This design comes from an exercise in tuning for small area, a short achievable clock period and few clock cycles on the open sky130 flow, not from production work.
In this exercise RTL edits were held to simulation tests only and were not proved equivalent to the original.

Design trig_unit, start of the top module:
module trig_unit (
	input logic clk,
	input logic reset,
	input logic s_awvalid,
	input logic [3:0] s_awaddr,
	input logic s_wvalid,
	input logic [31:0] s_wdata,
	input logic s_bready,
	input logic s_arvalid,
	input logic [3:0] s_araddr,
	input logic s_rready,
	output logic s_awready,
	output logic s_wready,
	output logic s_bvalid,
	output logic [1:0] s_bresp,
	output logic s_arready,
	output logic s_rvalid,
	output logic [31:0] s_rdata,
	output logic [1:0] s_rresp
);
export LEC_CHECK = 0
export CAP_MARGIN = 20
export CORE_MARGIN = 2
export CORE_UTILIZATION = 40
export SETUP_SLACK_MARGIN = 5
export SLEW_MARGIN = 20
create_clock -name core_clock -period 10.0 [get_ports {clk}]
standard.sh (not shown) runs the stock make flow with config.mk's settings and CLKGATE_MAP_FILE= SYNTH_SCRIPT=/design/flow/synth_recipe.tcl, a recipe that flattens the netlist after the stock synthesis.
==> flow/flow/run.sh <==
#!/bin/bash
# The standard layout, with timing repair aiming further below the clock period
set -euo pipefail
bash standard.sh SETUP_SLACK_MARGIN=6.5 finish > standard_flow.log 2>&1
Testbench counts at the start, summed over its fixed seeds: cycles 11,258.
Then changed:
==> flow/run.sh (new file) <==
#!/bin/bash
# synth_recipe.tcl (not shown) runs the flow's synth.tcl, then flattens the netlist and writes it again
# the make line also repeats each setting of config.mk as NAME=value (left out here)
make -C /OpenROAD-flow-scripts/flow DESIGN_CONFIG=/design/flow/config.mk WORK_HOME=/design/flow/orfs CLKGATE_MAP_FILE= SYNTH_SCRIPT=/design/flow/synth_recipe.tcl finish
removed: flow/flow/run.sh
removed: flow/standard.sh
Result: The changed run finished clean. Global-route usage fell by 1.5 points. Cell count drops by 2.7%. Worst setup slack is better by 0.030 ns. Die area is unchanged. Synthesized area is unchanged. Wire length went down by 8.1%. Utilization decreases by 4.0 points. Fmax rose by 0.60%. Clock skew increases by 0.022 ns.


Another version of the RTL of trig_unit (not shown whole).
Size in the first run: about 2600 cells after synthesis, about 88 I/O pins, roughly 27000 sq um of cells after synthesis.
// trig_unit
module trig_unit (
	input logic clk,
	input logic reset,
	input logic s_awvalid,
	input logic [3:0] s_awaddr,
	input logic s_wvalid,
	input logic [31:0] s_wdata,
	input logic s_bready,
	input logic s_arvalid,
	input logic [3:0] s_araddr,
	input logic s_rready,
	output logic s_awready,
	output logic s_wready,
	output logic s_bvalid,
	output logic [1:0] s_bresp,
	output logic s_arready,
	output logic s_rvalid,
	output logic [31:0] s_rdata,
	output logic [1:0] s_rresp
);
export LEC_CHECK = 0
export CAP_MARGIN = 20
export CORE_MARGIN = 2
export CORE_UTILIZATION = 60
export SETUP_SLACK_MARGIN = 5
export SLEW_MARGIN = 20
export SYNTH_HIERARCHICAL = 1
export SYNTH_MINIMUM_KEEP_SIZE = 0
create_clock -name core_clock -period 10.0 [get_ports {clk}]
==> flow/flow/run.sh <==
#!/bin/bash
set -euo pipefail
bash standard.sh SETUP_SLACK_MARGIN=5.9 finish > standard_flow.log 2>&1
Testbench counts at the start, summed over its fixed seeds: cycles 11,258.
Edit:
==> flow/flow/run.sh (replaced) <==
#!/bin/bash
set -euo pipefail
bash standard.sh SETUP_SLACK_MARGIN=5.6 finish > standard_flow.log 2>&1
Effect:
- The new run completed with no timing, DRC or antenna violations
- via count is lower by 4.3%
- routed wire length is lower by about 10%
- design area is lower by 5.0%
- flip-flop and latch count stays the same


Another version of the RTL of trig_unit (not shown whole).
Size in the first run: about 3000 cells after synthesis, ~250 flip-flops, ~28000 µm² of cells after synthesis.
Settings: LEC_CHECK=0, CAP_MARGIN=20, CORE_MARGIN=2, CORE_UTILIZATION=60, CTS_CLUSTER_DIAMETER=60, CTS_CLUSTER_SIZE=40, SETUP_SLACK_MARGIN=5, SLEW_MARGIN=20; clock period 10.0 ns.
run.sh (not shown) runs the stock make flow with config.mk's settings and CLKGATE_MAP_FILE= SYNTH_SCRIPT=/design/flow/synth_recipe.tcl, a recipe that flattens the netlist after the stock synthesis.
Stock flow here: none of the scripts above is used.
The first run finished clean.
Testbench counts at the start, summed over its fixed seeds: cycles 11,258.
Edit:
CORE_UTILIZATION = 65   (was 60)
CTS_CLUSTER_DIAMETER = default   (was 60)
CTS_CLUSTER_SIZE = default   (was 40)
PLACE_DENSITY = 0.75   (was default)
Outcome:
- The changed run passed the timing, design-rule and antenna checks
- clock-buffer cell count goes up by 9
- core utilization grows by 5.8 points
- sequential cell count is unchanged
- first-iteration DRC count came out higher by about 1.1%
- final area grows by about 0.45%
- register-to-register slack is worse by 0.02 ns
Edit:
CORE_UTILIZATION = 40   (was 65)
PLACE_DENSITY = default   (was 0.75)
Worst setup slack gets better by 0.022 ns.
Wire length decreases by about 4.6%.
Cell area increases by about 1.5%.
Non-clock buffer count decreases by 17.
Hold slack hardly moves.
Edit:
CORE_UTILIZATION = 60   (was 40)
Cell area came out lower by about 1.2%.
Routed wire length increases by 7.3%.
Non-clock buffer count came out higher by 18.
Flip-flop and latch count does not change.


trig_unit, a different RTL version from the one above (not shown whole).
For scale: roughly 88 I/O pins, ~26000 µm² of cells after synthesis.
==> flow/config.mk <==
export PLATFORM = sky130hd
export DESIGN_NAME = trig_unit
export DESIGN_NICKNAME = trig_unit
export VERILOG_FILES = /design/flow/design.v
export SDC_FILE = /design/flow/constraint.sdc
export NUM_CORES = 4
export LEC_CHECK = 0
export CAP_MARGIN = 20
export CORE_MARGIN = 2
export CORE_UTILIZATION = 60
export SETUP_SLACK_MARGIN = 5
export SLEW_MARGIN = 20
export SYNTH_HIERARCHICAL = 1
export SYNTH_MINIMUM_KEEP_SIZE = 0
==> flow/constraint.sdc <==
create_clock -name core_clock -period 10.0 [get_ports {clk}]
set_input_delay 2.0000 -clock core_clock [delete_from_list [all_inputs] [get_ports {clk}]]
set_output_delay 2.0000 -clock core_clock [all_outputs]
set_load 0.01 [all_outputs]
standard.sh (not shown) runs the stock make flow with config.mk's settings and CLKGATE_MAP_FILE= SYNTH_SCRIPT=/design/flow/synth_recipe.tcl, a recipe that flattens the netlist after the stock synthesis.
==> flow/flow/run.sh <==
#!/bin/bash
set -euo pipefail
bash standard.sh SETUP_SLACK_MARGIN=5.6 finish > standard_flow.log 2>&1
Testbench counts at the start, summed over its fixed seeds: cycles 11,258.
==> next run, changes <==
--- a/flow/config.mk
+++ b/flow/config.mk
@@ -10 +10,2 @@
-export CORE_UTILIZATION = 60
+export CORE_UTILIZATION = 70
+export PLACE_DENSITY = 0.74
What happened:
- fmax fell by about 3%
- worst hold slack improved by 8.6 ps
- non-clock buffer count fell by 19
- wire length fell by about 1.7%
- setup slack got worse by 130 ps
- synthesized cell count is unchanged
- clock skew fell by 3.7 ps
==> next run, changes <==
--- a/flow/config.mk
+++ b/flow/config.mk
@@ -7,0 +8 @@
+export ABC_AREA = 1
@@ -10,2 +11 @@
-export CORE_UTILIZATION = 70
-export PLACE_DENSITY = 0.74
+export CORE_UTILIZATION = 60
Effect: Area after synthesis rises by 7.8%. Sequential cell count is unchanged. Setup slack improves by 230 ps. Cell count goes up by 38%. First-iteration DRC count rises by 2.2%.

static timing again, ports no longer ideal:
In the flow no input, the clock included, has a driving cell. The finished layouts below were timed again as built, in two steps.
Step 1, drivers: a clkbuf_16 drives clk and a buf_2 each remaining input, both assumed.
Step 2 adds t to the input delays and takes it off the output delays; t is the mean of the earliest and latest rising clock arrival at the registers after step 1. Input paths then give back, and output paths get back, about the clock's delay inside the block.
Three values: ideal ports, drivers, drivers and shift; two values: the first two.
run	shift t [ns]	slack for setup (ns)	latest minus earliest clock arrival (ns)
the first run of note 1	0.657	4.934 / 4.934 / 4.934	0.013 / 0.013
the second run of note 1	0.641	4.964 / 4.964 / 4.964	0.034 / 0.034
the first run of note 2	0.620	5.772 / 5.772 / 5.602	0.010 / 0.010
the second run of note 2	0.619	5.656 / 5.656 / 5.388	0.015 / 0.015
the first run of note 3	0.613	5.086 / 5.086 / 4.893	0.042 / 0.041
the second run of note 3	0.620	5.062 / 5.062 / 4.867	0.012 / 0.012
the third run of note 3	0.637	5.085 / 5.085 / 4.877	0.021 / 0.021
the fourth run of note 3	0.627	5.145 / 5.145 / 4.876	0.016 / 0.016
the first run of note 4	0.635	5.723 / 5.723 / 5.478	0.016 / 0.017
the second run of note 4	0.629	5.591 / 5.591 / 5.365	0.015 / 0.014
the third run of note 4	0.629	5.824 / 5.824 / 5.416	0.019 / 0.019
After both steps every run listed still meets setup and hold. The setup slack of the third run of note 4, which loses most, moves by 0.000 ns with the drivers and by -0.408 ns with both steps.
